What follows belongs to an exercise in optimizing a design on an open flow for small area, a short achievable clock period and few clock cycles per item; a production flow would make more cautious choices.
Only simulation tests tie the RTL to the original design; equivalence was not proved.
No activity file was given, so power comes from the tool's default toggle rates.

`design/flow/design.v`:
```
package scev_pkg;
   localparam logic [31:0] HdrMagic   = 32'h3256_5053;
   localparam logic [31:0] SpvMagic   = 32'h0723_0203;
   localparam logic [63:0] FnvBasis   = 64'hCBF2_9CE4_8422_2325;
   localparam logic [31:0] MaxBytesReset = 32'd67108864;
   localparam logic [2:0] VerdictOk     = 3'd0;
   localparam logic [2:0] VerdictSize   = 3'd1;
   localparam logic [2:0] VerdictHeader = 3'd2;
   localparam logic [2:0] VerdictLength = 3'd3;
   localparam logic [2:0] VerdictHash   = 3'd4;
   localparam logic [2:0] VerdictPrefix = 3'd5;
   localparam logic [2:0] VerdictSpirv  = 3'd6;
   function automatic logic [31:0] inc32(input logic [31:0] v);
      logic [4:0] blk;
      logic       c;
      begin
         blk[0] = 1'b1;
         for (int b = 0; b < 4; b++) blk[b + 1] = blk[b] & (&v[8 * b +: 8]);
         for (int b = 0; b < 4; b++) begin
            c = blk[b];
            for (int i = 0; i < 8; i++) begin
               inc32[8 * b + i] = v[8 * b + i] ^ c;
               c = c & v[8 * b + i];
            end
         end
      end
   endfunction
   function automatic logic [31:0] dec32(input logic [31:0] v);
      dec32 = ~inc32(~v);
   endfunction
   function automatic logic [15:0] dec16(input logic [15:0] v);
      logic [31:0] w;
      begin
         w = dec32({16'hFFFF, v});
         dec16 = w[15:0];
      end
   endfunction
   function automatic logic [63:0] fnv_step(input logic [63:0] hash, input logic [7:0] data);
      logic [63:0] x;
      begin
         x = hash ^ {56'd0, data};
         fnv_step = (x << 40) + (x << 9) - (x << 6) - (x << 4) + (x << 1) + x;
      end
   endfunction
endpackage
module scev_fnv_hash (
   input  logic        clock,
   input  logic        consume,    
   input  logic        payload,    
   input  logic        load,       
   input  logic [7:0]  port_byte,
   output logic [63:0] hash
);
   logic [63:0] x, xn, row0, row1, pg_p, pg_g, next, base;
   logic t1, t2, t3, t4, t5, t6, t7, t8, t9, t10, t11, t12, t13, t14, t15, t16;
   logic t17, t18, t19, t20, t21, t22, t23, t24, t25, t26, t27, t28, t29, t30, t31, t32;
   logic t33, t34, t35, t36, t37, t38, t39, t40, t41, t42, t43, t44, t45, t46, t47, t48;
   logic t49, t50, t51, t52, t53, t54, t55, t56, t57, t58, t59, t60, t61, t62, t63, t64;
   logic t65, t66, t67, t68, t69, t70, t71, t72, t73, t74, t75, t76, t77, t78, t79, t80;
   logic t81, t82, t83, t84, t85, t86, t87, t88, t89, t90, t91, t92, t93, t94, t95, t96;
   logic t97, t98, t99, t100, t101, t102, t103, t104, t105, t106, t107, t108, t109, t110, t111, t112;
   logic t113, t114, t115, t116, t117, t118, t119, t120, t121, t122, t123, t124, t125, t126, t127, t128;
   logic t129, t130, t131, t132, t133, t134, t135, t136, t137, t138, t139, t140, t141, t142, t143, t144;
   logic t145, t146, t147, t148, t149, t150, t151, t152, t153, t154, t155, t156, t157, t158, t159, t160;
   logic t161, t162, t163, t164, t165, t166, t167, t168, t169, t170, t171, t172, t173, t174, t175, t176;
   logic t177, t178, t179, t180, t181, t182, t183, t184, t185, t186, t187, t188, t189, t190, t191, t192;
   logic t193, t194, t195, t196, t197, t198, t199, t200, t201, t202, t203, t204, t205, t206, t207, t208;
   logic t209, t210, t211, t212, t213, t214, t215, t216, t217, t218, t219, t220, t221, t222, t223, t224;
   logic t225, t226, t227, t228, t229, t230, t231, t232, t233, t234, t235, t236, t237, t238, t239, t240;
   logic t241, t242, t243, t244, t245, t246, t247, t248, t249, t250, t251, t252, t253, t254, t255, t256;
   logic t257, t258, t259, t260, t261, t262, t263, t264, t265, t266, t267, t268, t269, t270, t271, t272;
   logic t273, t274, t275, t276, t277, t278, t279, t280, t281, t282, t283, t284, t285, t286, t287, t288;
   logic t289, t290, t291, t292, t293, t294, t295, t296, t297, t298, t299, t300, t301, t302, t303, t304;
   logic t305, t306, t307, t308, t309, t310, t311, t312, t313, t314, t315, t316, t317, t318, t319, t320;
   logic t321, t322, t323, t324, t325, t326, t327, t328, t329, t330, t331, t332, t333, t334, t335, t336;
   logic t337, t338, t339, t340, t341, t342, t343, t344, t345, t346, t347, t348, t349, t350, t351, t352;
   logic t353, t354, t355, t356, t357, t358, t359, t360, t361, t362, t363, t364, t365, t366, t367, t368;
   logic t369, t370, t371, t372, t373, t374, t375, t376, t377, t378, t379, t380, t381, t382, t383, t384;
   logic t385, t386, t387, t388, t389, t390, t391, t392, t393, t394, t395, t396, t397, t398, t399, t400;
   logic t401, t402, t403, t404, c1g, c2g, c2p, c3g, c3p, c4g, c4p, c5g, c5p, c6g, c6p, c7g;
   logic c7p, c8g, c8p, c9g, c9p, c10g, c10p, c11g, c11p, c12g, c12p, c13g, c13p, c14g, c14p, c15g;
   logic c15p, c16g, c16p, c17g, c17p, c18g, c18p, c19g, c19p, c20g, c20p, c21g, c21p, c22g, c22p, c23g;
   logic c23p, c24g, c24p, c25g, c25p, c26g, c26p, c27g, c27p, c28g, c28p, c29g, c29p, c30g, c30p, c31g;
   logic c31p, c32g, c32p, c33g, c34g, c35g, c35p, c36g, c36p, c37g, c37p, c38g, c38p, c39g, c39p, c40g;
   logic c40p, c41g, c41p, c42g, c42p, c43g, c43p, c44g, c44p, c45g, c45p, c46g, c46p, c47g, c47p, c48g;
   logic c48p, c49g, c49p, c50g, c50p, c51g, c51p, c52g, c52p, c53g, c53p, c54g, c54p, c55g, c55p, c56g;
   logic c56p, c57g, c57p, c58g, c58p, c59g, c59p, c60g, c60p, c61g, c61p, c62g, c62p, c63g, c63p, c64g;
   logic c64p, c65g, c66g, c67g, c68g, c69g, c69p, c70g, c70p, c71g, c71p, c72g, c72p, c73g, c73p, c74g;
   logic c74p, c75g, c75p, c76g, c76p, c77g, c77p, c78g, c78p, c79g, c79p, c80g, c80p, c81g, c81p, c82g;
   logic c82p, c83g, c83p, c84g, c84p, c85g, c85p, c86g, c86p, c87g, c87p, c88g, c88p, c89g, c89p, c90g;
   logic c90p, c91g, c91p, c92g, c92p, c93g, c93p, c94g, c94p, c95g, c95p, c96g, c96p, c97g, c98g, c99g;
   logic c100g, c101g, c102g, c103g, c104g, c105g, c105p, c106g, c106p, c107g, c107p, c108g, c108p, c109g, c109p, c110g;
   logic c110p, c111g, c111p, c112g, c112p, c113g, c113p, c114g, c114p, c115g, c115p, c116g, c116p, c117g, c117p, c118g;
   logic c118p, c119g, c119p, c120g, c120p, c121g, c121p, c122g, c122p, c123g, c123p, c124g, c124p, c125g, c125p, c126g;
   logic c126p, c127g, c127p, c128g, c128p, c129g, c130g, c131g, c132g, c133g, c134g, c135g, c136g, c137g, c138g, c139g;
   logic c140g, c141g, c142g, c143g, c144g, c145g, c145p, c146g, c146p, c147g, c147p, c148g, c148p, c149g, c149p, c150g;
   logic c150p, c151g, c151p, c152g, c152p, c153g, c153p, c154g, c154p, c155g, c155p, c156g, c156p, c157g, c157p, c158g;
   logic c158p, c159g, c159p, c160g, c160p, c161g, c162g, c163g, c164g, c165g, c166g, c167g, c168g, c169g, c170g, c171g;
   logic c172g, c173g, c174g, c175g, c176g, c177g, c178g, c179g, c180g, c181g, c182g, c183g, c184g, c185g, c186g, c187g;
   logic c188g, c189g, c190g, c191g, c192g;
   assign x  = hash;
   assign xn = ~x;
   assign t1 = ~x[5];
   assign t2 = x[5];
   assign {t4, t3} = x[6] + x[7];
   assign {t6, t5} = x[7] + x[8];
   assign {t8, t7} = x[0] + x[8] + x[9];
   assign {t10, t9} = x[1] + x[9] + x[10];
   assign {t12, t11} = x[2] + x[10] + x[11];
   assign {t14, t13} = x[3] + x[11] + x[12];
   assign {t16, t15} = x[4] + x[12] + x[13];
   assign {t18, t17} = x[5] + x[13] + x[14];
   assign {t20, t19} = x[6] + x[14] + x[15];
   assign {t22, t21} = x[7] + x[15] + x[16];
   assign {t24, t23} = x[8] + x[16] + x[17];
   assign {t26, t25} = x[9] + x[17] + x[18];
   assign {t28, t27} = x[10] + x[18] + x[19];
   assign {t30, t29} = x[11] + x[19] + x[20];
   assign {t32, t31} = x[12] + x[20] + x[21];
   assign {t34, t33} = x[13] + x[21] + x[22];
   assign {t36, t35} = x[14] + x[22] + x[23];
   assign {t38, t37} = x[15] + x[23] + x[24];
   assign {t40, t39} = x[16] + x[24] + x[25];
   assign {t42, t41} = x[17] + x[25] + x[26];
   assign {t44, t43} = x[18] + x[26] + x[27];
   assign {t46, t45} = x[19] + x[27] + x[28];
   assign {t48, t47} = x[20] + x[28] + x[29];
   assign {t50, t49} = x[21] + x[29] + x[30];
   assign {t52, t51} = x[22] + x[30] + x[31];
   assign {t54, t53} = x[23] + x[31] + x[32];
   assign {t56, t55} = x[24] + x[32] + x[33];
   assign {t58, t57} = x[25] + x[33] + x[34];
   assign {t60, t59} = x[26] + x[34] + x[35];
   assign {t62, t61} = x[27] + x[35] + x[36];
   assign {t64, t63} = x[28] + x[36] + x[37];
   assign {t66, t65} = x[29] + x[37] + x[38];
   assign {t68, t67} = x[30] + x[38] + x[39];
   assign {t70, t69} = x[0] + x[31] + x[39];
   assign {t72, t71} = x[40] + xn[34];
   assign {t74, t73} = x[1] + x[32] + x[40];
   assign {t76, t75} = x[41] + xn[35] + xn[37];
   assign {t78, t77} = x[2] + x[33] + x[41];
   assign {t80, t79} = x[42] + xn[36] + xn[38];
   assign {t82, t81} = x[3] + x[34] + x[42];
   assign {t84, t83} = x[43] + xn[37] + xn[39];
   assign {t86, t85} = x[4] + x[35] + x[43];
   assign {t88, t87} = x[44] + xn[38] + xn[40];
   assign {t90, t89} = x[5] + x[36] + x[44];
   assign {t92, t91} = x[45] + xn[39] + xn[41];
   assign {t94, t93} = x[6] + x[37] + x[45];
   assign {t96, t95} = x[46] + xn[40] + xn[42];
   assign {t98, t97} = x[7] + x[38] + x[46];
   assign {t100, t99} = x[47] + xn[41] + xn[43];
   assign {t102, t101} = x[8] + x[39] + x[47];
   assign {t104, t103} = x[48] + xn[42] + xn[44];
   assign {t106, t105} = x[9] + x[40] + x[48];
   assign {t108, t107} = x[49] + xn[43] + xn[45];
   assign {t110, t109} = x[10] + x[41] + x[49];
   assign {t112, t111} = x[50] + xn[44] + xn[46];
   assign {t114, t113} = x[11] + x[42] + x[50];
   assign {t116, t115} = x[51] + xn[45] + xn[47];
   assign {t118, t117} = x[12] + x[43] + x[51];
   assign {t120, t119} = x[52] + xn[46] + xn[48];
   assign {t122, t121} = x[13] + x[44] + x[52];
   assign {t124, t123} = x[53] + xn[47] + xn[49];
   assign {t126, t125} = x[14] + x[45] + x[53];
   assign {t128, t127} = x[54] + xn[48] + xn[50];
   assign {t130, t129} = x[15] + x[46] + x[54];
   assign {t132, t131} = x[55] + xn[49] + xn[51];
   assign {t134, t133} = x[16] + x[47] + x[55];
   assign {t136, t135} = x[56] + xn[50] + xn[52];
   assign {t138, t137} = x[17] + x[48] + x[56];
   assign {t140, t139} = x[57] + xn[51] + xn[53];
   assign {t142, t141} = x[18] + x[49] + x[57];
   assign {t144, t143} = x[58] + xn[52] + xn[54];
   assign {t146, t145} = x[19] + x[50] + x[58];
   assign {t148, t147} = x[59] + xn[53] + xn[55];
   assign {t150, t149} = x[20] + x[51] + x[59];
   assign {t152, t151} = x[60] + xn[54] + xn[56];
   assign {t154, t153} = x[21] + x[52] + x[60];
   assign {t156, t155} = x[61] + xn[55] + xn[57];
   assign {t158, t157} = x[22] + x[53] + x[61];
   assign {t160, t159} = x[62] + xn[56] + xn[58];
   assign {t162, t161} = x[23] + x[54] + x[62];
   assign {t164, t163} = x[63] + xn[57] + xn[59];
   assign t165 = ~x[3];
   assign t166 = x[3];
   assign {t168, t167} = x[4] + x[5];
   assign {t170, t169} = x[6] + xn[0] + xn[2];
   assign {t172, t171} = xn[1] + xn[3] + t2;
   assign {t174, t173} = xn[2] + xn[4] + t4;
   assign {t176, t175} = xn[3] + xn[5] + t6;
   assign {t178, t177} = xn[4] + xn[6] + t8;
   assign {t180, t179} = xn[5] + xn[7] + t10;
   assign {t182, t181} = xn[6] + xn[8] + t12;
   assign {t184, t183} = xn[7] + xn[9] + t14;
   assign {t186, t185} = xn[8] + xn[10] + t16;
   assign {t188, t187} = xn[9] + xn[11] + t18;
   assign {t190, t189} = xn[10] + xn[12] + t20;
   assign {t192, t191} = xn[11] + xn[13] + t22;
   assign {t194, t193} = xn[12] + xn[14] + t24;
   assign {t196, t195} = xn[13] + xn[15] + t26;
   assign {t198, t197} = xn[14] + xn[16] + t28;
   assign {t200, t199} = xn[15] + xn[17] + t30;
   assign {t202, t201} = xn[16] + xn[18] + t32;
   assign {t204, t203} = xn[17] + xn[19] + t34;
   assign {t206, t205} = xn[18] + xn[20] + t36;
   assign {t208, t207} = xn[19] + xn[21] + t38;
   assign {t210, t209} = xn[20] + xn[22] + t40;
   assign {t212, t211} = xn[21] + xn[23] + t42;
   assign {t214, t213} = xn[22] + xn[24] + t44;
   assign {t216, t215} = xn[23] + xn[25] + t46;
   assign {t218, t217} = xn[24] + xn[26] + t48;
   assign {t220, t219} = xn[25] + xn[27] + t50;
   assign {t222, t221} = xn[26] + xn[28] + t52;
   assign {t224, t223} = xn[27] + xn[29] + t54;
   assign {t226, t225} = xn[28] + xn[30] + t56;
   assign {t228, t227} = xn[29] + xn[31] + t58;
   assign {t230, t229} = xn[30] + xn[32] + t60;
   assign {t232, t231} = xn[31] + xn[33] + t62;
   assign {t234, t233} = xn[32] + xn[34] + t64;
   assign {t236, t235} = xn[33] + xn[35] + t66;
   assign {t238, t237} = xn[36] + t68 + t69;
   assign {t240, t239} = t70 + t73 + t72;
   assign {t242, t241} = t74 + t77 + t76;
   assign {t244, t243} = t78 + t81 + t80;
   assign {t246, t245} = t82 + t85 + t84;
   assign {t248, t247} = t86 + t89 + t88;
   assign {t250, t249} = t90 + t93 + t92;
   assign {t252, t251} = t94 + t97 + t96;
   assign {t254, t253} = t98 + t101 + t100;
   assign {t256, t255} = t102 + t105 + t104;
   assign {t258, t257} = t106 + t109 + t108;
   assign {t260, t259} = t110 + t113 + t112;
   assign {t262, t261} = t114 + t117 + t116;
   assign {t264, t263} = t118 + t121 + t120;
   assign {t266, t265} = t122 + t125 + t124;
   assign {t268, t267} = t126 + t129 + t128;
   assign {t270, t269} = t130 + t133 + t132;
   assign {t272, t271} = t134 + t137 + t136;
   assign {t274, t273} = t138 + t141 + t140;
   assign {t276, t275} = t142 + t145 + t144;
   assign {t278, t277} = t146 + t149 + t148;
   assign {t280, t279} = t150 + t153 + t152;
   assign {t282, t281} = t154 + t157 + t156;
   assign {t284, t283} = t158 + t161 + t160;
   assign {t286, t285} = x[4] + xn[0];
   assign {t288, t287} = xn[1] + t166 + t167;
   assign {t290, t289} = t168 + t1 + t169;
   assign {t292, t291} = t3 + t170 + t171;
   assign {t294, t293} = t5 + t172 + t173;
   assign {t296, t295} = t7 + t174 + t175;
   assign {t298, t297} = t9 + t176 + t177;
   assign {t300, t299} = t11 + t178 + t179;
   assign {t302, t301} = t13 + t180 + t181;
   assign {t304, t303} = t15 + t182 + t183;
   assign {t306, t305} = t17 + t184 + t185;
   assign {t308, t307} = t19 + t186 + t187;
   assign {t310, t309} = t21 + t188 + t189;
   assign {t312, t311} = t23 + t190 + t191;
   assign {t314, t313} = t25 + t192 + t193;
   assign {t316, t315} = t27 + t194 + t195;
   assign {t318, t317} = t29 + t196 + t197;
   assign {t320, t319} = t31 + t198 + t199;
   assign {t322, t321} = t33 + t200 + t201;
   assign {t324, t323} = t35 + t202 + t203;
   assign {t326, t325} = t37 + t204 + t205;
   assign {t328, t327} = t39 + t206 + t207;
   assign {t330, t329} = t41 + t208 + t209;
   assign {t332, t331} = t43 + t210 + t211;
   assign {t334, t333} = t45 + t212 + t213;
   assign {t336, t335} = t47 + t214 + t215;
   assign {t338, t337} = t49 + t216 + t217;
   assign {t340, t339} = t51 + t218 + t219;
   assign {t342, t341} = t53 + t220 + t221;
   assign {t344, t343} = t55 + t222 + t223;
   assign {t346, t345} = t57 + t224 + t225;
   assign {t348, t347} = t59 + t226 + t227;
   assign {t350, t349} = t61 + t228 + t229;
   assign {t352, t351} = t63 + t230 + t231;
   assign {t354, t353} = t65 + t232 + t233;
   assign {t356, t355} = t67 + t234 + t235;
   assign {t358, t357} = t71 + t236 + t237;
   assign {t360, t359} = t75 + t238 + t239;
   assign {t362, t361} = t79 + t240 + t241;
   assign {t364, t363} = t83 + t242 + t243;
   assign {t366, t365} = t87 + t244 + t245;
   assign {t368, t367} = t91 + t246 + t247;
   assign {t370, t369} = t95 + t248 + t249;
   assign {t372, t371} = t99 + t250 + t251;
   assign {t374, t373} = t103 + t252 + t253;
   assign {t376, t375} = t107 + t254 + t255;
   assign {t378, t377} = t111 + t256 + t257;
   assign {t380, t379} = t115 + t258 + t259;
   assign {t382, t381} = t119 + t260 + t261;
   assign {t384, t383} = t123 + t262 + t263;
   assign {t386, t385} = t127 + t264 + t265;
   assign {t388, t387} = t131 + t266 + t267;
   assign {t390, t389} = t135 + t268 + t269;
   assign {t392, t391} = t139 + t270 + t271;
   assign {t394, t393} = t143 + t272 + t273;
   assign {t396, t395} = t147 + t274 + t275;
   assign {t398, t397} = t151 + t276 + t277;
   assign {t400, t399} = t155 + t278 + t279;
   assign {t402, t401} = t159 + t280 + t281;
   assign {t404, t403} = t163 + t282 + t283;
   assign row0 = {t402, t400, t398, t396, t394, t392, t390, t388, t386, t384, t382, t380, t378, t376, t374, t372, t370, t368, t366, t364, t362, t360, t358, t356, t354, t352, t350, t348, t346, t344, t342, t340, t338, t336, t334, t332, t330, t328, t326, t324, t322, t320, t318, t316, t314, t312, t310, t308, t306, t304, t302, t300, t298, t296, t294, t292, t290, t288, t286, t165, x[2], x[1], x[0], x[0]};
   assign row1 = {t403, t401, t399, t397, t395, t393, t391, t389, t387, t385, t383, t381, t379, t377, t375, t373, t371, t369, t367, t365, t363, t361, t359, t357, t355, t353, t351, t349, t347, t345, t343, t341, t339, t337, t335, t333, t331, t329, t327, t325, t323, t321, t319, t317, t315, t313, t311, t309, t307, t305, t303, t301, t299, t297, t295, t293, t291, t289, t287, t285, x[3], x[2], x[1], 1'b0};
   assign pg_p = row0 ^ row1;
   assign pg_g = row0 & row1;
   assign c1g = pg_g[1] | (pg_p[1] & pg_g[0]);
   assign c2g = pg_g[3] | (pg_p[3] & pg_g[2]);
   assign c2p = pg_p[3] & pg_p[2];
   assign c3g = pg_g[5] | (pg_p[5] & pg_g[4]);
   assign c3p = pg_p[5] & pg_p[4];
   assign c4g = pg_g[7] | (pg_p[7] & pg_g[6]);
   assign c4p = pg_p[7] & pg_p[6];
   assign c5g = pg_g[9] | (pg_p[9] & pg_g[8]);
   assign c5p = pg_p[9] & pg_p[8];
   assign c6g = pg_g[11] | (pg_p[11] & pg_g[10]);
   assign c6p = pg_p[11] & pg_p[10];
   assign c7g = pg_g[13] | (pg_p[13] & pg_g[12]);
   assign c7p = pg_p[13] & pg_p[12];
   assign c8g = pg_g[15] | (pg_p[15] & pg_g[14]);
   assign c8p = pg_p[15] & pg_p[14];
   assign c9g = pg_g[17] | (pg_p[17] & pg_g[16]);
   assign c9p = pg_p[17] & pg_p[16];
   assign c10g = pg_g[19] | (pg_p[19] & pg_g[18]);
   assign c10p = pg_p[19] & pg_p[18];
   assign c11g = pg_g[21] | (pg_p[21] & pg_g[20]);
   assign c11p = pg_p[21] & pg_p[20];
   assign c12g = pg_g[23] | (pg_p[23] & pg_g[22]);
   assign c12p = pg_p[23] & pg_p[22];
   assign c13g = pg_g[25] | (pg_p[25] & pg_g[24]);
   assign c13p = pg_p[25] & pg_p[24];
   assign c14g = pg_g[27] | (pg_p[27] & pg_g[26]);
   assign c14p = pg_p[27] & pg_p[26];
   assign c15g = pg_g[29] | (pg_p[29] & pg_g[28]);
   assign c15p = pg_p[29] & pg_p[28];
   assign c16g = pg_g[31] | (pg_p[31] & pg_g[30]);
   assign c16p = pg_p[31] & pg_p[30];
   assign c17g = pg_g[33] | (pg_p[33] & pg_g[32]);
   assign c17p = pg_p[33] & pg_p[32];
   assign c18g = pg_g[35] | (pg_p[35] & pg_g[34]);
   assign c18p = pg_p[35] & pg_p[34];
   assign c19g = pg_g[37] | (pg_p[37] & pg_g[36]);
   assign c19p = pg_p[37] & pg_p[36];
   assign c20g = pg_g[39] | (pg_p[39] & pg_g[38]);
   assign c20p = pg_p[39] & pg_p[38];
   assign c21g = pg_g[41] | (pg_p[41] & pg_g[40]);
   assign c21p = pg_p[41] & pg_p[40];
   assign c22g = pg_g[43] | (pg_p[43] & pg_g[42]);
   assign c22p = pg_p[43] & pg_p[42];
   assign c23g = pg_g[45] | (pg_p[45] & pg_g[44]);
   assign c23p = pg_p[45] & pg_p[44];
   assign c24g = pg_g[47] | (pg_p[47] & pg_g[46]);
   assign c24p = pg_p[47] & pg_p[46];
   assign c25g = pg_g[49] | (pg_p[49] & pg_g[48]);
   assign c25p = pg_p[49] & pg_p[48];
   assign c26g = pg_g[51] | (pg_p[51] & pg_g[50]);
   assign c26p = pg_p[51] & pg_p[50];
   assign c27g = pg_g[53] | (pg_p[53] & pg_g[52]);
   assign c27p = pg_p[53] & pg_p[52];
   assign c28g = pg_g[55] | (pg_p[55] & pg_g[54]);
   assign c28p = pg_p[55] & pg_p[54];
   assign c29g = pg_g[57] | (pg_p[57] & pg_g[56]);
   assign c29p = pg_p[57] & pg_p[56];
   assign c30g = pg_g[59] | (pg_p[59] & pg_g[58]);
   assign c30p = pg_p[59] & pg_p[58];
   assign c31g = pg_g[61] | (pg_p[61] & pg_g[60]);
   assign c31p = pg_p[61] & pg_p[60];
   assign c32g = pg_g[63] | (pg_p[63] & pg_g[62]);
   assign c32p = pg_p[63] & pg_p[62];
   assign c33g = pg_g[2] | (pg_p[2] & c1g);
   assign c34g = c2g | (c2p & c1g);
   assign c35g = pg_g[6] | (pg_p[6] & c3g);
   assign c35p = pg_p[6] & c3p;
   assign c36g = c4g | (c4p & c3g);
   assign c36p = c4p & c3p;
   assign c37g = pg_g[10] | (pg_p[10] & c5g);
   assign c37p = pg_p[10] & c5p;
   assign c38g = c6g | (c6p & c5g);
   assign c38p = c6p & c5p;
   assign c39g = pg_g[14] | (pg_p[14] & c7g);
   assign c39p = pg_p[14] & c7p;
   assign c40g = c8g | (c8p & c7g);
   assign c40p = c8p & c7p;
   assign c41g = pg_g[18] | (pg_p[18] & c9g);
   assign c41p = pg_p[18] & c9p;
   assign c42g = c10g | (c10p & c9g);
   assign c42p = c10p & c9p;
   assign c43g = pg_g[22] | (pg_p[22] & c11g);
   assign c43p = pg_p[22] & c11p;
   assign c44g = c12g | (c12p & c11g);
   assign c44p = c12p & c11p;
   assign c45g = pg_g[26] | (pg_p[26] & c13g);
   assign c45p = pg_p[26] & c13p;
   assign c46g = c14g | (c14p & c13g);
   assign c46p = c14p & c13p;
   assign c47g = pg_g[30] | (pg_p[30] & c15g);
   assign c47p = pg_p[30] & c15p;
   assign c48g = c16g | (c16p & c15g);
   assign c48p = c16p & c15p;
   assign c49g = pg_g[34] | (pg_p[34] & c17g);
   assign c49p = pg_p[34] & c17p;
   assign c50g = c18g | (c18p & c17g);
   assign c50p = c18p & c17p;
   assign c51g = pg_g[38] | (pg_p[38] & c19g);
   assign c51p = pg_p[38] & c19p;
   assign c52g = c20g | (c20p & c19g);
   assign c52p = c20p & c19p;
   assign c53g = pg_g[42] | (pg_p[42] & c21g);
   assign c53p = pg_p[42] & c21p;
   assign c54g = c22g | (c22p & c21g);
   assign c54p = c22p & c21p;
   assign c55g = pg_g[46] | (pg_p[46] & c23g);
   assign c55p = pg_p[46] & c23p;
   assign c56g = c24g | (c24p & c23g);
   assign c56p = c24p & c23p;
   assign c57g = pg_g[50] | (pg_p[50] & c25g);
   assign c57p = pg_p[50] & c25p;
   assign c58g = c26g | (c26p & c25g);
   assign c58p = c26p & c25p;
   assign c59g = pg_g[54] | (pg_p[54] & c27g);
   assign c59p = pg_p[54] & c27p;
   assign c60g = c28g | (c28p & c27g);
   assign c60p = c28p & c27p;
   assign c61g = pg_g[58] | (pg_p[58] & c29g);
   assign c61p = pg_p[58] & c29p;
   assign c62g = c30g | (c30p & c29g);
   assign c62p = c30p & c29p;
   assign c63g = pg_g[62] | (pg_p[62] & c31g);
   assign c63p = pg_p[62] & c31p;
   assign c64g = c32g | (c32p & c31g);
   assign c64p = c32p & c31p;
   assign c65g = pg_g[4] | (pg_p[4] & c34g);
   assign c66g = c3g | (c3p & c34g);
   assign c67g = c35g | (c35p & c34g);
   assign c68g = c36g | (c36p & c34g);
   assign c69g = pg_g[12] | (pg_p[12] & c38g);
   assign c69p = pg_p[12] & c38p;
   assign c70g = c7g | (c7p & c38g);
   assign c70p = c7p & c38p;
   assign c71g = c39g | (c39p & c38g);
   assign c71p = c39p & c38p;
   assign c72g = c40g | (c40p & c38g);
   assign c72p = c40p & c38p;
   assign c73g = pg_g[20] | (pg_p[20] & c42g);
   assign c73p = pg_p[20] & c42p;
   assign c74g = c11g | (c11p & c42g);
   assign c74p = c11p & c42p;
   assign c75g = c43g | (c43p & c42g);
   assign c75p = c43p & c42p;
   assign c76g = c44g | (c44p & c42g);
   assign c76p = c44p & c42p;
   assign c77g = pg_g[28] | (pg_p[28] & c46g);
   assign c77p = pg_p[28] & c46p;
   assign c78g = c15g | (c15p & c46g);
   assign c78p = c15p & c46p;
   assign c79g = c47g | (c47p & c46g);
   assign c79p = c47p & c46p;
   assign c80g = c48g | (c48p & c46g);
   assign c80p = c48p & c46p;
   assign c81g = pg_g[36] | (pg_p[36] & c50g);
   assign c81p = pg_p[36] & c50p;
   assign c82g = c19g | (c19p & c50g);
   assign c82p = c19p & c50p;
   assign c83g = c51g | (c51p & c50g);
   assign c83p = c51p & c50p;
   assign c84g = c52g | (c52p & c50g);
   assign c84p = c52p & c50p;
   assign c85g = pg_g[44] | (pg_p[44] & c54g);
   assign c85p = pg_p[44] & c54p;
   assign c86g = c23g | (c23p & c54g);
   assign c86p = c23p & c54p;
   assign c87g = c55g | (c55p & c54g);
   assign c87p = c55p & c54p;
   assign c88g = c56g | (c56p & c54g);
   assign c88p = c56p & c54p;
   assign c89g = pg_g[52] | (pg_p[52] & c58g);
   assign c89p = pg_p[52] & c58p;
   assign c90g = c27g | (c27p & c58g);
   assign c90p = c27p & c58p;
   assign c91g = c59g | (c59p & c58g);
   assign c91p = c59p & c58p;
   assign c92g = c60g | (c60p & c58g);
   assign c92p = c60p & c58p;
   assign c93g = pg_g[60] | (pg_p[60] & c62g);
   assign c93p = pg_p[60] & c62p;
   assign c94g = c31g | (c31p & c62g);
   assign c94p = c31p & c62p;
   assign c95g = c63g | (c63p & c62g);
   assign c95p = c63p & c62p;
   assign c96g = c64g | (c64p & c62g);
   assign c96p = c64p & c62p;
   assign c97g = pg_g[8] | (pg_p[8] & c68g);
   assign c98g = c5g | (c5p & c68g);
   assign c99g = c37g | (c37p & c68g);
   assign c100g = c38g | (c38p & c68g);
   assign c101g = c69g | (c69p & c68g);
   assign c102g = c70g | (c70p & c68g);
   assign c103g = c71g | (c71p & c68g);
   assign c104g = c72g | (c72p & c68g);
   assign c105g = pg_g[24] | (pg_p[24] & c76g);
   assign c105p = pg_p[24] & c76p;
   assign c106g = c13g | (c13p & c76g);
   assign c106p = c13p & c76p;
   assign c107g = c45g | (c45p & c76g);
   assign c107p = c45p & c76p;
   assign c108g = c46g | (c46p & c76g);
   assign c108p = c46p & c76p;
   assign c109g = c77g | (c77p & c76g);
   assign c109p = c77p & c76p;
   assign c110g = c78g | (c78p & c76g);
   assign c110p = c78p & c76p;
   assign c111g = c79g | (c79p & c76g);
   assign c111p = c79p & c76p;
   assign c112g = c80g | (c80p & c76g);
   assign c112p = c80p & c76p;
   assign c113g = pg_g[40] | (pg_p[40] & c84g);
   assign c113p = pg_p[40] & c84p;
   assign c114g = c21g | (c21p & c84g);
   assign c114p = c21p & c84p;
   assign c115g = c53g | (c53p & c84g);
   assign c115p = c53p & c84p;
   assign c116g = c54g | (c54p & c84g);
   assign c116p = c54p & c84p;
   assign c117g = c85g | (c85p & c84g);
   assign c117p = c85p & c84p;
   assign c118g = c86g | (c86p & c84g);
   assign c118p = c86p & c84p;
   assign c119g = c87g | (c87p & c84g);
   assign c119p = c87p & c84p;
   assign c120g = c88g | (c88p & c84g);
   assign c120p = c88p & c84p;
   assign c121g = pg_g[56] | (pg_p[56] & c92g);
   assign c121p = pg_p[56] & c92p;
   assign c122g = c29g | (c29p & c92g);
   assign c122p = c29p & c92p;
   assign c123g = c61g | (c61p & c92g);
   assign c123p = c61p & c92p;
   assign c124g = c62g | (c62p & c92g);
   assign c124p = c62p & c92p;
   assign c125g = c93g | (c93p & c92g);
   assign c125p = c93p & c92p;
   assign c126g = c94g | (c94p & c92g);
   assign c126p = c94p & c92p;
   assign c127g = c95g | (c95p & c92g);
   assign c127p = c95p & c92p;
   assign c128g = c96g | (c96p & c92g);
   assign c128p = c96p & c92p;
   assign c129g = pg_g[16] | (pg_p[16] & c104g);
   assign c130g = c9g | (c9p & c104g);
   assign c131g = c41g | (c41p & c104g);
   assign c132g = c42g | (c42p & c104g);
   assign c133g = c73g | (c73p & c104g);
   assign c134g = c74g | (c74p & c104g);
   assign c135g = c75g | (c75p & c104g);
   assign c136g = c76g | (c76p & c104g);
   assign c137g = c105g | (c105p & c104g);
   assign c138g = c106g | (c106p & c104g);
   assign c139g = c107g | (c107p & c104g);
   assign c140g = c108g | (c108p & c104g);
   assign c141g = c109g | (c109p & c104g);
   assign c142g = c110g | (c110p & c104g);
   assign c143g = c111g | (c111p & c104g);
   assign c144g = c112g | (c112p & c104g);
   assign c145g = pg_g[48] | (pg_p[48] & c120g);
   assign c145p = pg_p[48] & c120p;
   assign c146g = c25g | (c25p & c120g);
   assign c146p = c25p & c120p;
   assign c147g = c57g | (c57p & c120g);
   assign c147p = c57p & c120p;
   assign c148g = c58g | (c58p & c120g);
   assign c148p = c58p & c120p;
   assign c149g = c89g | (c89p & c120g);
   assign c149p = c89p & c120p;
   assign c150g = c90g | (c90p & c120g);
   assign c150p = c90p & c120p;
   assign c151g = c91g | (c91p & c120g);
   assign c151p = c91p & c120p;
   assign c152g = c92g | (c92p & c120g);
   assign c152p = c92p & c120p;
   assign c153g = c121g | (c121p & c120g);
   assign c153p = c121p & c120p;
   assign c154g = c122g | (c122p & c120g);
   assign c154p = c122p & c120p;
   assign c155g = c123g | (c123p & c120g);
   assign c155p = c123p & c120p;
   assign c156g = c124g | (c124p & c120g);
   assign c156p = c124p & c120p;
   assign c157g = c125g | (c125p & c120g);
   assign c157p = c125p & c120p;
   assign c158g = c126g | (c126p & c120g);
   assign c158p = c126p & c120p;
   assign c159g = c127g | (c127p & c120g);
   assign c159p = c127p & c120p;
   assign c160g = c128g | (c128p & c120g);
   assign c160p = c128p & c120p;
   assign c161g = pg_g[32] | (pg_p[32] & c144g);
   assign c162g = c17g | (c17p & c144g);
   assign c163g = c49g | (c49p & c144g);
   assign c164g = c50g | (c50p & c144g);
   assign c165g = c81g | (c81p & c144g);
   assign c166g = c82g | (c82p & c144g);
   assign c167g = c83g | (c83p & c144g);
   assign c168g = c84g | (c84p & c144g);
   assign c169g = c113g | (c113p & c144g);
   assign c170g = c114g | (c114p & c144g);
   assign c171g = c115g | (c115p & c144g);
   assign c172g = c116g | (c116p & c144g);
   assign c173g = c117g | (c117p & c144g);
   assign c174g = c118g | (c118p & c144g);
   assign c175g = c119g | (c119p & c144g);
   assign c176g = c120g | (c120p & c144g);
   assign c177g = c145g | (c145p & c144g);
   assign c178g = c146g | (c146p & c144g);
   assign c179g = c147g | (c147p & c144g);
   assign c180g = c148g | (c148p & c144g);
   assign c181g = c149g | (c149p & c144g);
   assign c182g = c150g | (c150p & c144g);
   assign c183g = c151g | (c151p & c144g);
   assign c184g = c152g | (c152p & c144g);
   assign c185g = c153g | (c153p & c144g);
   assign c186g = c154g | (c154p & c144g);
   assign c187g = c155g | (c155p & c144g);
   assign c188g = c156g | (c156p & c144g);
   assign c189g = c157g | (c157p & c144g);
   assign c190g = c158g | (c158p & c144g);
   assign c191g = c159g | (c159p & c144g);
   assign c192g = c160g | (c160p & c144g);
   assign next[0] = pg_p[0];
   assign next[1] = pg_p[1] ^ pg_g[0];
   assign next[2] = pg_p[2] ^ c1g;
   assign next[3] = pg_p[3] ^ c33g;
   assign next[4] = pg_p[4] ^ c34g;
   assign next[5] = pg_p[5] ^ c65g;
   assign next[6] = pg_p[6] ^ c66g;
   assign next[7] = pg_p[7] ^ c67g;
   assign next[8] = pg_p[8] ^ c68g;
   assign next[9] = pg_p[9] ^ c97g;
   assign next[10] = pg_p[10] ^ c98g;
   assign next[11] = pg_p[11] ^ c99g;
   assign next[12] = pg_p[12] ^ c100g;
   assign next[13] = pg_p[13] ^ c101g;
   assign next[14] = pg_p[14] ^ c102g;
   assign next[15] = pg_p[15] ^ c103g;
   assign next[16] = pg_p[16] ^ c104g;
   assign next[17] = pg_p[17] ^ c129g;
   assign next[18] = pg_p[18] ^ c130g;
   assign next[19] = pg_p[19] ^ c131g;
   assign next[20] = pg_p[20] ^ c132g;
   assign next[21] = pg_p[21] ^ c133g;
   assign next[22] = pg_p[22] ^ c134g;
   assign next[23] = pg_p[23] ^ c135g;
   assign next[24] = pg_p[24] ^ c136g;
   assign next[25] = pg_p[25] ^ c137g;
   assign next[26] = pg_p[26] ^ c138g;
   assign next[27] = pg_p[27] ^ c139g;
   assign next[28] = pg_p[28] ^ c140g;
   assign next[29] = pg_p[29] ^ c141g;
   assign next[30] = pg_p[30] ^ c142g;
   assign next[31] = pg_p[31] ^ c143g;
   assign next[32] = pg_p[32] ^ c144g;
   assign next[33] = pg_p[33] ^ c161g;
   assign next[34] = pg_p[34] ^ c162g;
   assign next[35] = pg_p[35] ^ c163g;
   assign next[36] = pg_p[36] ^ c164g;
   assign next[37] = pg_p[37] ^ c165g;
   assign next[38] = pg_p[38] ^ c166g;
   assign next[39] = pg_p[39] ^ c167g;
   assign next[40] = pg_p[40] ^ c168g;
   assign next[41] = pg_p[41] ^ c169g;
   assign next[42] = pg_p[42] ^ c170g;
   assign next[43] = pg_p[43] ^ c171g;
   assign next[44] = pg_p[44] ^ c172g;
   assign next[45] = pg_p[45] ^ c173g;
   assign next[46] = pg_p[46] ^ c174g;
   assign next[47] = pg_p[47] ^ c175g;
   assign next[48] = pg_p[48] ^ c176g;
   assign next[49] = pg_p[49] ^ c177g;
   assign next[50] = pg_p[50] ^ c178g;
   assign next[51] = pg_p[51] ^ c179g;
   assign next[52] = pg_p[52] ^ c180g;
   assign next[53] = pg_p[53] ^ c181g;
   assign next[54] = pg_p[54] ^ c182g;
   assign next[55] = pg_p[55] ^ c183g;
   assign next[56] = pg_p[56] ^ c184g;
   assign next[57] = pg_p[57] ^ c185g;
   assign next[58] = pg_p[58] ^ c186g;
   assign next[59] = pg_p[59] ^ c187g;
   assign next[60] = pg_p[60] ^ c188g;
   assign next[61] = pg_p[61] ^ c189g;
   assign next[62] = pg_p[62] ^ c190g;
   assign next[63] = pg_p[63] ^ c191g;
   assign base = payload ? next : scev_pkg::FnvBasis;
   always_ff @(posedge clock) begin
      if (consume) begin
         hash[63:8] <= base[63:8];
      end
      if (consume || load) begin
         hash[7:0] <= (consume ? base[7:0] : hash[7:0]) ^ (load ? port_byte : 8'd0);
      end
   end
endmodule
module scev_spirv_walk (
   input  logic       clock,
   input  logic       reset,
   input  logic       step,       
   input  logic       header,     
   input  logic       word,       
   input  logic [7:0] data_byte,
   output logic       bad         
);
   logic [1:0]  lane_ff;    
   logic [2:0]  widx_ff;    
   logic [15:0] skip_ff;    
   logic [7:0]  b2_ff;      
   logic        zero_ff;    
   logic        bad_ff;
   logic [15:0] len;
   logic [7:0]  magic_byte;
   logic        byte_zero;
   logic        bad_now;
   always_comb begin
      len        = {data_byte, b2_ff};
      byte_zero  = data_byte == 8'd0;
      magic_byte = scev_pkg::SpvMagic[8 * lane_ff +: 8];
      bad_now    = 1'b0;
      case (widx_ff)
         3'd0: bad_now = data_byte != magic_byte;
         3'd3: bad_now = lane_ff == 2'd3 && zero_ff && byte_zero;
         3'd4: bad_now = !byte_zero;
         3'd5: bad_now = lane_ff == 2'd3 && skip_ff == 16'd0 && len == 16'd0;
         default: ;
      endcase
   end
   always_ff @(posedge clock) begin
      if (reset) begin
         lane_ff <= '0;
         widx_ff <= '0;
         bad_ff  <= 1'b0;
      end else if (step && header) begin
         lane_ff <= '0;
         widx_ff <= '0;
         bad_ff  <= 1'b0;
      end else if (step && word) begin
         lane_ff <= lane_ff + 2'd1;
         if (bad_now) bad_ff <= 1'b1;
         if (lane_ff == 2'd3 && widx_ff != 3'd5) widx_ff <= widx_ff + 3'd1;
      end
   end
   always_ff @(posedge clock) begin
      if (step && word) begin
         zero_ff <= (lane_ff == 2'd0 || zero_ff) && byte_zero;
         if (lane_ff == 2'd2) b2_ff <= data_byte;
         if (lane_ff == 2'd3) begin
            if (widx_ff != 3'd5) skip_ff <= '0;
            else skip_ff <= scev_pkg::dec16(skip_ff == 16'd0 ? len : skip_ff);
         end
      end
   end
   assign bad = bad_ff || widx_ff != 3'd5 || skip_ff != 16'd0;
endmodule
module shader_cache_entry_validator_unit (
   input  logic        clock,
   input  logic        reset,
   input  logic        req_tvalid,
   output logic        req_tready,
   input  logic [15:0] req_tdata,   
   input  logic        req_tlast,   
   output logic        rsp_tvalid,
   input  logic        rsp_tready,
   output logic [39:0] rsp_tdata,   
   input  logic        csr_valid,
   output logic        csr_ready,
   input  logic [1:0]  csr_index,
   input  logic [31:0] csr_data
);
   logic [31:0] stage_code_ff;
   logic [23:0] contract_len_ff;
   logic [23:0] source_len_ff;
   logic [31:0] max_bytes_ff;
   logic        in_valid_ff;
   logic [7:0]  in_file_ff;
   logic        in_differs_ff;   
   logic        in_last_ff;
   logic [1:0]  owed_ff;         
   logic        ready_ff;
   logic [31:0] pos_ff;          
   logic        payload_ff;      
   logic        words_ff;        
   logic        over_ff;         
   logic        header_bad_ff;
   logic [31:0] word_count_ff;
   logic [31:0] len_left_ff;     
   logic        len_high_ff;     
   logic        len_sum_ok_ff;   
   logic [63:0] hash_field_ff;
   logic        prefix_bad_ff;
   logic        vp_valid_ff;
   logic [2:0]  vp_code_ff;      
   logic        rsp_valid_ff;
   logic [2:0]  rsp_code_ff;
   logic [31:0] rejected_ff;
   logic        take, take_payload, consume, last, header, prefix, word;
   logic [5:0]  hpos;
   logic [7:0]  expect_byte;
   logic        check_byte;
   logic [63:0] hash;
   logic        walk_bad;
   logic [25:0] prefix_end;
   logic        at_prefix_end;
   logic        at_max;
   logic [2:0]  pre_code;
   logic [2:0]  code;
   logic        load_rsp;
   logic [1:0]  owed_next;
   assign csr_ready  = 1'b1;
   assign req_tready = ready_ff;
   assign rsp_tvalid = rsp_valid_ff;
   assign rsp_tdata  = {5'd0, rejected_ff, rsp_code_ff};
   always_ff @(posedge clock) begin
      if (reset) begin
         stage_code_ff   <= '0;
         contract_len_ff <= '0;
         source_len_ff   <= '0;
         max_bytes_ff    <= scev_pkg::MaxBytesReset;
      end else if (csr_valid) begin
         case (csr_index)
            2'd0: stage_code_ff   <= csr_data;
            2'd1: contract_len_ff <= csr_data[23:0];
            2'd2: source_len_ff   <= csr_data[23:0];
            default: max_bytes_ff <= csr_data;
         endcase
      end
   end
   assign take = req_tvalid && ready_ff;
   always_ff @(posedge clock) begin
      in_valid_ff   <= take && !reset;
      in_file_ff    <= req_tdata[7:0];
      in_differs_ff <= req_tdata[7:0] != req_tdata[15:8];
      in_last_ff    <= req_tlast;
   end
   always_comb begin
      owed_next = owed_ff;
      if (take && req_tlast) owed_next = owed_next + 2'd1;
      if (rsp_valid_ff && rsp_tready) owed_next = owed_next - 2'd1;
   end
   always_ff @(posedge clock) begin
      if (reset) begin
         owed_ff  <= '0;
         ready_ff <= 1'b1;
      end else begin
         owed_ff  <= owed_next;
         ready_ff <= !owed_next[1];
      end
   end
   assign consume = in_valid_ff;
   assign last    = in_last_ff;
   assign header  = !payload_ff;
   assign prefix  = payload_ff && !words_ff;
   assign word    = words_ff;
   assign hpos    = pos_ff[5:0];
   assign prefix_end = {2'd0, contract_len_ff} + {2'd0, source_len_ff} + 26'd39;
   assign at_max  = pos_ff == max_bytes_ff;
   assign at_prefix_end = pos_ff == {6'd0, prefix_end};
   always_comb begin
      check_byte  = header && hpos < 6'd20;
      expect_byte = 8'd0;
      case (hpos[4:0])
         5'd0:  expect_byte = scev_pkg::HdrMagic[7:0];
         5'd1:  expect_byte = scev_pkg::HdrMagic[15:8];
         5'd2:  expect_byte = scev_pkg::HdrMagic[23:16];
         5'd3:  expect_byte = scev_pkg::HdrMagic[31:24];
         5'd4:  expect_byte = 8'd2;
         5'd8:  expect_byte = stage_code_ff[7:0];
         5'd9:  expect_byte = stage_code_ff[15:8];
         5'd10: expect_byte = stage_code_ff[23:16];
         5'd11: expect_byte = stage_code_ff[31:24];
         5'd12: expect_byte = contract_len_ff[7:0];
         5'd13: expect_byte = contract_len_ff[15:8];
         5'd14: expect_byte = contract_len_ff[23:16];
         5'd16: expect_byte = source_len_ff[7:0];
         5'd17: expect_byte = source_len_ff[15:8];
         5'd18: expect_byte = source_len_ff[23:16];
         default: expect_byte = 8'd0;
      endcase
   end
   always_ff @(posedge clock) begin
      if (reset) begin
         pos_ff        <= '0;
         payload_ff    <= 1'b0;
         words_ff      <= 1'b0;
         over_ff       <= 1'b0;
         header_bad_ff <= 1'b0;
         len_high_ff   <= 1'b0;
         len_sum_ok_ff <= 1'b0;
      end else if (consume) begin
         if (last) begin
            pos_ff        <= '0;
            payload_ff    <= 1'b0;
            words_ff      <= 1'b0;
            over_ff       <= 1'b0;
            header_bad_ff <= 1'b0;
            len_high_ff   <= 1'b0;
            len_sum_ok_ff <= 1'b0;
         end else begin
            pos_ff <= scev_pkg::inc32(pos_ff);
            if (header && hpos == 6'd39) payload_ff <= 1'b1;
            if (at_max) over_ff <= 1'b1;
            if (check_byte && in_file_ff != expect_byte) header_bad_ff <= 1'b1;
            if (header && hpos[5:2] == 4'd7 && in_file_ff != 8'd0) len_high_ff <= 1'b1;
            if (at_prefix_end) begin
               words_ff <= 1'b1;
               if (len_left_ff == {word_count_ff[29:0], 1'b0, payload_ff} &&
                   word_count_ff[31:30] == 2'd0) len_sum_ok_ff <= 1'b1;
            end
         end
      end
   end
   always_ff @(posedge clock) begin
      if (consume) begin
         if (header) begin
            case (hpos)
               6'd20: word_count_ff[7:0]   <= in_file_ff;
               6'd21: word_count_ff[15:8]  <= in_file_ff;
               6'd22: word_count_ff[23:16] <= in_file_ff;
               6'd23: word_count_ff[31:24] <= in_file_ff;
               6'd24: len_left_ff[7:0]     <= in_file_ff;
               6'd25: len_left_ff[15:8]    <= in_file_ff;
               6'd26: len_left_ff[23:16]   <= in_file_ff;
               6'd27: len_left_ff[31:24]   <= in_file_ff;
               6'd32: hash_field_ff[7:0]   <= in_file_ff;
               6'd33: hash_field_ff[15:8]  <= in_file_ff;
               6'd34: hash_field_ff[23:16] <= in_file_ff;
               6'd35: hash_field_ff[31:24] <= in_file_ff;
               6'd36: hash_field_ff[39:32] <= in_file_ff;
               6'd37: hash_field_ff[47:40] <= in_file_ff;
               6'd38: hash_field_ff[55:48] <= in_file_ff;
               6'd39: hash_field_ff[63:56] <= in_file_ff;
               default: ;
            endcase
         end else begin
            len_left_ff <= scev_pkg::dec32(len_left_ff);
         end
      end
   end
   always_ff @(posedge clock) begin
      if (reset) begin
         prefix_bad_ff <= 1'b0;
      end else if (consume) begin
         if (header) prefix_bad_ff <= 1'b0;
         else if (prefix && in_differs_ff) prefix_bad_ff <= 1'b1;
      end
   end
   assign take_payload = take && (consume ? !last && (payload_ff || hpos == 6'd39) : payload_ff);
   scev_fnv_hash u_hash (
      .clock     (clock),
      .consume   (consume),
      .payload   (payload_ff),
      .load      (take_payload),
      .port_byte (req_tdata[7:0]),
      .hash      (hash)
   );
   scev_spirv_walk u_walk (
      .clock     (clock),
      .reset     (reset),
      .step      (consume),
      .header    (header),
      .word      (word),
      .data_byte (in_file_ff),
      .bad       (walk_bad)
   );
   always_comb begin
      if (over_ff || at_max || (header && hpos != 6'd39)) begin
         pre_code = scev_pkg::VerdictSize;
      end else if (header_bad_ff || (word_count_ff[31:3] == 29'd0 && word_count_ff[2:0] < 3'd5)) begin
         pre_code = scev_pkg::VerdictHeader;
      end else if (!(payload_ff && len_left_ff == 32'd1 && !len_high_ff && len_sum_ok_ff)) begin
         pre_code = scev_pkg::VerdictLength;
      end else begin
         pre_code = scev_pkg::VerdictOk;
      end
   end
   always_comb begin
      if (vp_code_ff != scev_pkg::VerdictOk) code = vp_code_ff;
      else if (hash != hash_field_ff) code = scev_pkg::VerdictHash;
      else if (prefix_bad_ff) code = scev_pkg::VerdictPrefix;
      else if (walk_bad) code = scev_pkg::VerdictSpirv;
      else code = scev_pkg::VerdictOk;
   end
   assign load_rsp = vp_valid_ff && !rsp_valid_ff;
   always_ff @(posedge clock) begin
      if (reset) begin
         vp_valid_ff  <= 1'b0;
         rsp_valid_ff <= 1'b0;
         rejected_ff  <= '0;
      end else begin
         if (consume && last) vp_valid_ff <= 1'b1;
         else if (load_rsp) vp_valid_ff <= 1'b0;
         if (load_rsp) begin
            rsp_valid_ff <= 1'b1;
            if (code != scev_pkg::VerdictOk)
               rejected_ff <= scev_pkg::inc32(rejected_ff) | {32{&rejected_ff}};
         end else if (rsp_tready) begin
            rsp_valid_ff <= 1'b0;
         end
      end
   end
   always_ff @(posedge clock) begin
      if (consume && last) vp_code_ff <= pre_code;
      if (load_rsp) rsp_code_ff <= code;
   end
endmodule
```
`design/flow/flow/run.sh`:
```
#!/bin/bash
# Own layout flow: the standard flow (standard.sh, standard synthesis unchanged) with
# different port buffers, clock tree and timing-repair settings passed to ORFS through
# its environment variables. Each run's full output goes to a log file in this folder.
set -euo pipefail
cd "$(dirname "$0")/.."
# Port buffers: the smallest plain buffer instead of the default choice.
export BUFFER_PORTS_ARGS="-buffer_cell sky130_fd_sc_hd__buf_1"
# Clock tree: smaller clock buffers, no dummy loads.
export CTS_ARGS="-sink_clustering_enable -repair_clock_nets -dont_use_dummy_load -buf_list {sky130_fd_sc_hd__clkbuf_4 sky130_fd_sc_hd__clkbuf_8}"
# Timing repair aims past the clock period's slack, as SETUP_SLACK_MARGIN does.
export SETUP_SLACK_MARGIN=6
bash standard.sh > flow_orfs.log 2>&1
```
`design/flow/standard.sh`:
```
#!/bin/bash
# synth_recipe.tcl (not shown) runs the flow's synth.tcl, then flattens the netlist and writes it again
# the make line also repeats each setting of config.mk as NAME=value (left out here)
make -C /OpenROAD-flow-scripts/flow DESIGN_CONFIG=/design/flow/config.mk WORK_HOME=/design/flow/orfs CLKGATE_MAP_FILE= SYNTH_SCRIPT=/design/flow/synth_recipe.tcl "${@:-finish}"
```
`design/flow/config.mk`:
```
export PLATFORM = sky130hd
export DESIGN_NAME = shader_cache_entry_validator_unit
export DESIGN_NICKNAME = shader_cache_entry_validator_unit
export VERILOG_FILES = /design/flow/design.v
export SDC_FILE = /design/flow/constraint.sdc
export NUM_CORES = 4
export LEC_CHECK = 0
export CAP_MARGIN = 20
export CORE_MARGIN = 2
export CORE_UTILIZATION = 40
export SLEW_MARGIN = 20
```
`design/flow/constraint.sdc`:
```
create_clock -name core_clock -period 10.0 [get_ports {clock}]
set_input_delay 2.0000 -clock core_clock [delete_from_list [all_inputs] [get_ports {clock}]]
set_output_delay 2.0000 -clock core_clock [all_outputs]
set_load 0.01 [all_outputs]
```
==> results of run 1 <==
## area by class of cell
type                            instances  area, um^2  area share, %
Tap cell                              950        1190           3.42
Multi-Input combinational cell       2044       17900           51.4
Timing Repair Buffer                  352        2460           7.07
Inverter                              365        1370           3.95
Sequential cell                       427       10800           31.0
Antenna cell                            3        7.51         0.0216
Clock buffer                           80        1100           3.16
## flip-flops by register name (all words and copies together), names as in the netlist, 3 cells and up
signal           cells
u_walk.skip_ff      16
len_left_ff         32
in_file_ff           8
word_count_ff       32
max_bytes_ff        32
u_hash.hash         64
stage_code_ff       32
u_walk.widx_ff       3
pos_ff              32
source_len_ff       24
contract_len_ff     24
rsp_code_ff          3
hash_field_ff       64
u_walk.b2_ff         8
rejected_ff         32
## worst max-delay path: cells and delay by family, from the launching register on
family / cells / cell delay [ns]
AND/OR/NAND/NOR: 2 / 0.34
flip-flops: 1 / 0.54
adder cells (fa/ha/maj): 4 / 1.56
buffers and inverters: 5 / 0.61
AO/OA/AOI/OAI: 6 / 1.04
multiplexers: 1 / 0.31
## where the power goes
group          total, W  switching (W)  leakage [nW]  internal (W)
combinational   0.00160       0.000835          9.86      0.000767
sequential      0.00192      0.0000421          3.66       0.00187
clock           0.00140       0.000697         0.575      0.000700
total           0.00491        0.00157          14.1       0.00334
## cell families after synthesis
group | Yosys count | share of synthesized area [%]
AOI/OAI and AO/OA | 516 | 11.2
xor gates and xnor gates | 250 | 7.61
adders and majority gates | 417 | 23.3
buffers and inverters | 468 | 6.20
DFF | 427 | 37.5
muxes | 9 | 0.339
other | 2 | 0.0261
and+or+nand+nor | 846 | 13.9
## per-stage QoR
| stage | instances | hold WS, ns | total power (W) | setup slack (ns) | cell area (um^2) |
|---|---|---|---|---|---|
| 2_1_floorplan | 2939 | 0.426 | 0.00272 | 5.53 | 29100 |
| 6_report | 4221 | 0.452 | 0.00491 | 5.32 | 34800 |
| 3_5_place_dp | 3908 | 0.449 | 0.00298 | 5.05 | 30500 |
| 5_1_grt | 4219 | 0.476 | 0.00514 | 5.20 | 34800 |
| 4_1_cts | 4166 | 0.452 | 0.00473 | 5.43 | 34000 |
| 3_3_place_gp | 3908 | 0.445 | 0.00298 | 5.11 | 30500 |
## final timing paths
path / start / end / slack [ns] / cells after the start
worst max register to register: u_hash.hash[6] / u_hash.hash[38] / 5.32 / 18
worst min register to register: stage_code_ff[16] / stage_code_ff[16] / 0.45 / 2
worst min-delay path: stage_code_ff[16] / stage_code_ff[16] / 0.45 / 2
worst max-delay path: u_hash.hash[6] / u_hash.hash[38] / 5.32 / 18
## per-layer routing
metal | routed length, um | vias up | share of wire [%]
met3 | 7560 | 167 | 8.5
met2 | 40100 | 883 | 45
met4 | 2640 | 0 | 3.0
met1 | 38900 | 11100 | 44
li1 | - | 10600 | -
met5 | 0 | - | 0
## synth_stat cells (all sizes together) (5+ instances only)
master	n	area, um^2
inv	365	1370
nand2	320	1200
a21oi	263	1320
edfxtp	222	6670
ha	220	2750
nor2	207	777
dfxtp	205	4100
fa	197	3940
xnor2	141	1230
xor2	109	955
clkbuf	90	339
nor4	61	382
nand4	53	332
o21ai	43	215
nor2b	38	238
a211oi	36	275
nor3	36	180
nand3	25	125
a21o	24	180
nand2b	21	131
o21a	17	128
and2	15	93.8
and3	15	93.8
buf	13	73.8
a221oi	11	96.3
or2	11	68.8
a22oi	10	75.1
o211ai	10	75.1
a31oi	9	56.3
o21bai	9	67.6
o22ai	9	56.3
or3	9	56.3
nor3b	8	60.1
a222oi	7	70.1
a22o	7	61.3
o31ai	7	52.6
a211o	6	52.6
a311oi	6	52.6
mux2	6	67.6
or4b	6	60.1
or4	5	41.3
## what timing repair did
| action | CTS | global route |
|---|---|---|
| gates cloned | 0 | 0 |
| setup buffers | 178 | 51 |
| gates resized for setup | 198 | 84 |
| pin swaps | 134 | 94 |
| setup endpoints to repair | 51 | 57 |
==> results_dict.tcl, run 1 <==
set metrics [dict create \
    period_minus_slack_ns 4.68 \
    ctsHoldBuffers 0 \
    max_slew_margin_pct 26.1 \
    wl_per_cell_um 21.1 \
    fillers 6577 \
    clock_sinks 427 \
    drive_above_1_share_pct 18.6 \
    powerDensity_mw_per_mm2 141 \
    ys_types 81 \
    die_x_um 272 \
    fin_crit_sh_pct 46.8 \
    clock_latency_ns 0.70 \
    grt_max_degree 95 \
    drt_pre_antenna_iters 6 \
    die_area_mm2 0.0741 \
    worstPathRequired_ns 10.37 \
    final_cell_mix "inv_1 (342), nand2_1 (316), a21oi_1 (240), edfxtp_1 (222), buf_4 (221)" \
    cp-start-kind "flip-flop" \
    cpMostUsedCell "buf_6" \
    h-tree-depth 3 \
    root_buffer "clkbuf_8" \
    grt_pass1_vias 22700 \
    dp_hpwl_um 63100 \
    status "timing/DRC/antenna clean" \
    met2_usage_pct 37.2 \
    ant_nets 0 \
    clock.fmax_mhz 214 \
    finalSetupViolCount 0 \
    core_region_area_mm2 0.0714 \
    ys_seq_area_share_pct 37.5 \
    antenna_found_initial 3 \
    synth_area_mm2 0.0288 \
    syn_to_final_growth_pct 21.0 \
    tightestPinTransition_ns 1.11 \
    start_util_pct 40.3 \
    finalClockSkew_ns 0.127 \
    cp_max_fo 4 \
    arrival_ns 5.05 \
    ys_warn_count 3 \
    io_pins 99 \
    synth-async-reset-ratio_pct 0 \
    routed_wl_um 89200 \
    gr-usage-all-layers_pct 23.8 \
    grt_util_met3_pct 5.80 \
    busiest_layer "met2" \
    crit_chain "buf_6 -> fa_2 -> fa_1 -> inv_1 -> fa_2 -> inv_2 -> ha_4 -> a21oi_4 -> nor2b_4 -> nor4bb_4 -> buf_6 -> o211ai_1 -> o21ai_4 -> buf_6 -> o21bai_4 -> a21o_1 -> a21oi_2 -> mux2_4" \
    grt_overflow_total 0 \
    avgSynthCellArea_um2 9.80 \
    clkTransAtPathRegs_ns 0.06 \
    num_rows 98 \
    critPathCaptureType "flip-flop" \
    cp_slowest_cell "fa_2" \
    drt-initial-drc-count 1997 \
    fin_nets 3743 \
    vias_per_cell 5.40 \
    final_util_pct 48.8 \
    grt_use_met1_pct 32.8 \
    via_count 22800 \
    cts_made_buffers 80 \
    final_max_slew_viol_count 0 \
    rsz0062_at_grt "true" \
    final_common_cell "inv_1" \
    drc 0 \
    power.leakage_nw 14.1 \
    tns_ns 0 \
    synth_edf_count 222 \
    grt_pass1_wl_um 136000 \
    synth_flop_cell "edfxtp_1" \
    gp_congestion 0.968 \
    ir_worst_vdd_mv 0.0972 \
    port_buffers 92 \
    die_y_um 272 \
    synth_cells 2935 \
    maxCapViolations 0 \
    cts_buffer_depth 3 \
    setup.worst_path.class "flip-flop to flip-flop" \
    hold_violations 0 \
    hold_path_class "flip-flop to flip-flop" \
    cts_tree "built" \
    synth-seq-cells 427 \
    max_stage_delay_ns 0.56 \
]
Testbench counts, summed over its fixed seeds: cycles 74,921, bytes 74,896.
==> run 2: changes to the inputs <==
==> design/flow/run.sh (new file) <==
#!/bin/bash
# synth_recipe.tcl (not shown) runs the flow's synth.tcl, then flattens the netlist and writes it again
# the make line also repeats each setting of config.mk as NAME=value (left out here)
make -C /OpenROAD-flow-scripts/flow DESIGN_CONFIG=/design/flow/config.mk WORK_HOME=/design/flow/orfs CLKGATE_MAP_FILE= SYNTH_SCRIPT=/design/flow/synth_recipe.tcl finish
--- a/design/flow/config.mk
+++ b/design/flow/config.mk
@@ -10,2 +10,6 @@
 export CORE_UTILIZATION = 40
+export CTS_BUF_LIST = sky130_fd_sc_hd__clkbuf_8
+export CTS_CLUSTER_DIAMETER = 50
+export CTS_CLUSTER_SIZE = 15
+export SETUP_SLACK_MARGIN = 5
 export SLEW_MARGIN = 20
removed: design/flow/flow/run.sh
removed: design/flow/standard.sh
==> results_dict.tcl, run 2 <==
set metrics [dict create \
    status "timing/DRC/antenna clean" \
    yosysMostFrequentCell "inv_1" \
    clock_latency_ns 0.74 \
    cp-start-kind "flip-flop" \
    cp_slowest_cell "edfxtp_1" \
    fillers 6713 \
    ys_types 81 \
    root_buffer "clkbuf_8" \
    finalSetupViolCount 0 \
    hold_end "stage_code_ff[22]" \
    synth_top_family_by_area "adder cells" \
    synth_cells 2935 \
    drt_pre_antenna_iters 6 \
    final_max_slew_viol_count 0 \
    timing.rr.start "u_hash.hash[25]" \
    worstPathRequired_ns 10.47 \
    fin_ws_ns 5.13 \
    finalClockSkew_ns 0.0650 \
    h-tree-depth 2 \
    reg_top3 "hash_field_ff x64, u_hash.hash x64" \
    drive_above_1_share_pct 9.30 \
    hold_path_class "flip-flop to flip-flop" \
    die_x_um 272 \
    r2r-end "u_hash.hash[52]" \
    powerDensity_mw_per_mm2 138 \
    synth_adder_area_share_pct 23.3 \
    via_count 22300 \
    grt_max_degree 113 \
    max_stage_delay_ns 0.57 \
    final_cell_mix "inv_1 (367), nand2_1 (318), a21oi_1 (259), edfxtp_1 (222), ha_1 (219)" \
    synthTopCellsByCount "inv_1 (365), nand2_1 (319), a21oi_1 (263)" \
    seqCellArea_mm2 0.0108 \
    gp_congestion 0.950 \
    cts_made_buffers 58 \
    synth_area_leaders "edfxtp_1 (23%), dfxtp_1 (14%), fa_1 (14%)" \
    port_buffers 92 \
    clock.fmax_mhz 206 \
    wl_per_cell_um 21.1 \
    drt-initial-drc-count 1793 \
    ant_nets 0 \
    power.leakage_nw 13.5 \
    crit_chain "buf_4 -> fa_1 -> fa_1 -> fa_1 -> ha_1 -> nand3_1 -> or3_4 -> nor4_4 -> nor3b_4 -> nor2_1 -> a31oi_2 -> o21a_2 -> o41ai_2 -> mux2_2" \
    hold_violations 0 \
    min_path_cells 2 \
    cts_buffer_depth 3 \
    num_rows 98 \
    rsz0062_at_grt "true" \
    clkTransAtPathRegs_ns 0.08 \
    synth_flop_cell "edfxtp_1" \
    synth.largest_area_cell "edfxtp_1" \
    synth_edf_count 222 \
    grt_pass1_vias 22200 \
    fin_crit_sh_pct 48.7 \
    fin_nets 3573 \
    ys_warn_count 3 \
    yosysTopAreaCellShare_pct 23.2 \
    syn_to_final_growth_pct 14.7 \
    rrSetupSlack_ns 5.13 \
    ir_worst_vdd_mv 0.0980 \
    routed_wl_um 86600 \
    synth-compound-area-share_pct 11.2 \
    multiInputGateArea_mm2 0.0165 \
    die_y_um 272 \
    reg2regPathDepth 14 \
    core_region_area_mm2 0.0714 \
    vias_per_cell 5.44 \
    arrival_ns 5.33 \
    io_pins 99 \
    grt_overflow_total 0 \
    maxCapViolations 0 \
    n_antenna_cell 0 \
    cpMostUsedCell "fa_1" \
    path_buf_inv 1 \
    final_util_pct 46.2 \
    synth.area.mux_share_pct 0.339 \
    start_util_pct 40.3 \
    cp_max_fo 6 \
    antenna_found_initial 3 \
    setup.worst_path.class "flip-flop to flip-flop" \
    preCtsSetupSlack_ns 4.24 \
    max_slew_margin_pct 27.4 \
    dp_hpwl_um 64800 \
    synth-async-reset-ratio_pct 0 \
    cts_tree "built" \
    die_area_mm2 0.0741 \
    tightestPinTransition_ns 1.08 \
    critPathCaptureType "flip-flop" \
    drc 0 \
    critPathTopFamily "adder cells" \
    ys_seq_area_share_pct 37.5 \
    tns_ns 0 \
    period_minus_slack_ns 4.87 \
    synth-seq-cells 427 \
    synth_simple_gate_area_share_pct 13.9 \
    gr-usage-all-layers_pct 23.1 \
    grt_pass1_wl_um 132000 \
    final_common_cell "inv_1" \
    avgSynthCellArea_um2 9.80 \
    worstHoldStart "stage_code_ff[22]" \
    synth_area_mm2 0.0288 \
    clock_sinks 427 \
    synth-xor-area-share_pct 7.61 \
]
run 2: cell count changes in the layout (fill, tap and decap cells not counted), sizes merged:
cell / delta
diode: -3
inv: +23
clkinv: +19
clkinvlp: +5
clkbuf: -21
clkdlybuf4s50: +91
buf: -238
bufinv: +2
run 2: repair_timing:
item,4_1_cts,5_1_grt
gates resized for setup,14,29
buffers inserted,48,35
hold buffers,0,0
pin swaps,2,5
cloned,0,0
endpoints found under the setup margin,37,25
run 2: worst min-delay path, delay by kind of cell (launching register included):
kind	cells	cell delay [ns]
AO/OA/AOI/OAI	1	0.05
flip-flops	1	0.31
AND/OR/NAND/NOR	1	0.05
run 2: kinds of logic after synthesis:
kind of cell               Yosys count
adders and majority gates          417
xor gates and xnor gates           250
buffers and inverters              468
DFF                                427
and+or+nand+nor                    846
AOI/OAI and AO/OA                  516
other                                2
muxes                                9
run 2: final cells by class:
type	instances	share of cell area (%)
clock buffers	60	2.50
clock inverters	49	1.67
inverters	365	4.15
multi-input cells	2044	50.0
flip-flops and latches	427	32.7
well taps	950	3.60
repair buffers	204	5.39
run 2: stage by stage:
step	hold WS, ns	std cells	total power (W)	instance area [um^2]
5_1_grt	0.484	4099	0.00478	33000
4_1_cts	0.462	4063	0.00453	32600
3_5_place_dp	0.450	3906	0.00294	30800
6_report	0.462	4099	0.00455	33000
2_1_floorplan	0.426	2939	0.00266	28800
3_3_place_gp	0.443	3906	0.00292	30700
run 2: where the power goes:
part           total [W]  internal [W]  switching, W
Sequential       0.00191       0.00187     0.0000453
Clock            0.00156      0.000690      0.000866
Combinational    0.00108      0.000455      0.000628
run 2: worst max-delay path by stage:
stage / start / to / cells after the start
after floorplan: u_hash.hash[15] / u_hash.hash[46] / 15
after global placement: u_hash.hash[3] / u_hash.hash[46] / 15
after detailed placement: u_hash.hash[7] / u_hash.hash[46] / 15
after CTS: u_hash.hash[9] / u_hash.hash[46] / 15
after global routing: u_hash.hash[2] / u_hash.hash[59] / 15
final: u_hash.hash[25] / u_hash.hash[52] / 14
run 2: routing by layer:
layer  share of wire, %  GRT usage [%]
met1                 44           31.2
met2                 45           36.3
met3                7.4           4.83
met4                4.2           9.56
met5              0.031              0

## re-timing with driven ports
The flow's constraints put no driver on any port. The routed layouts listed below were extracted and timed again, unchanged, in two steps.
Step 1, drivers: a clkbuf_16 drives clock and a buf_2 each remaining input, both assumed.
Step 2 adds t to the input delays and takes it off the output delays; t is the mean of the earliest and latest rising clock arrival at the registers after step 1. Input paths then give back, and output paths get back, about the clock's delay inside the block.
Slacks: ideal ports / drivers / drivers and shift; pairs: ideal ports / drivers.
| run | t, ns | setup slack, ns | latest minus earliest clock arrival (ns) |
|---|---|---|---|
| run 1 | 0.707 | 5.321 / 5.321 / 5.321 | 0.132 / 0.131 |
| run 2 | 0.762 | 5.134 / 5.134 / 5.134 | 0.067 / 0.067 |
After both steps setup and hold are still met in every run listed.
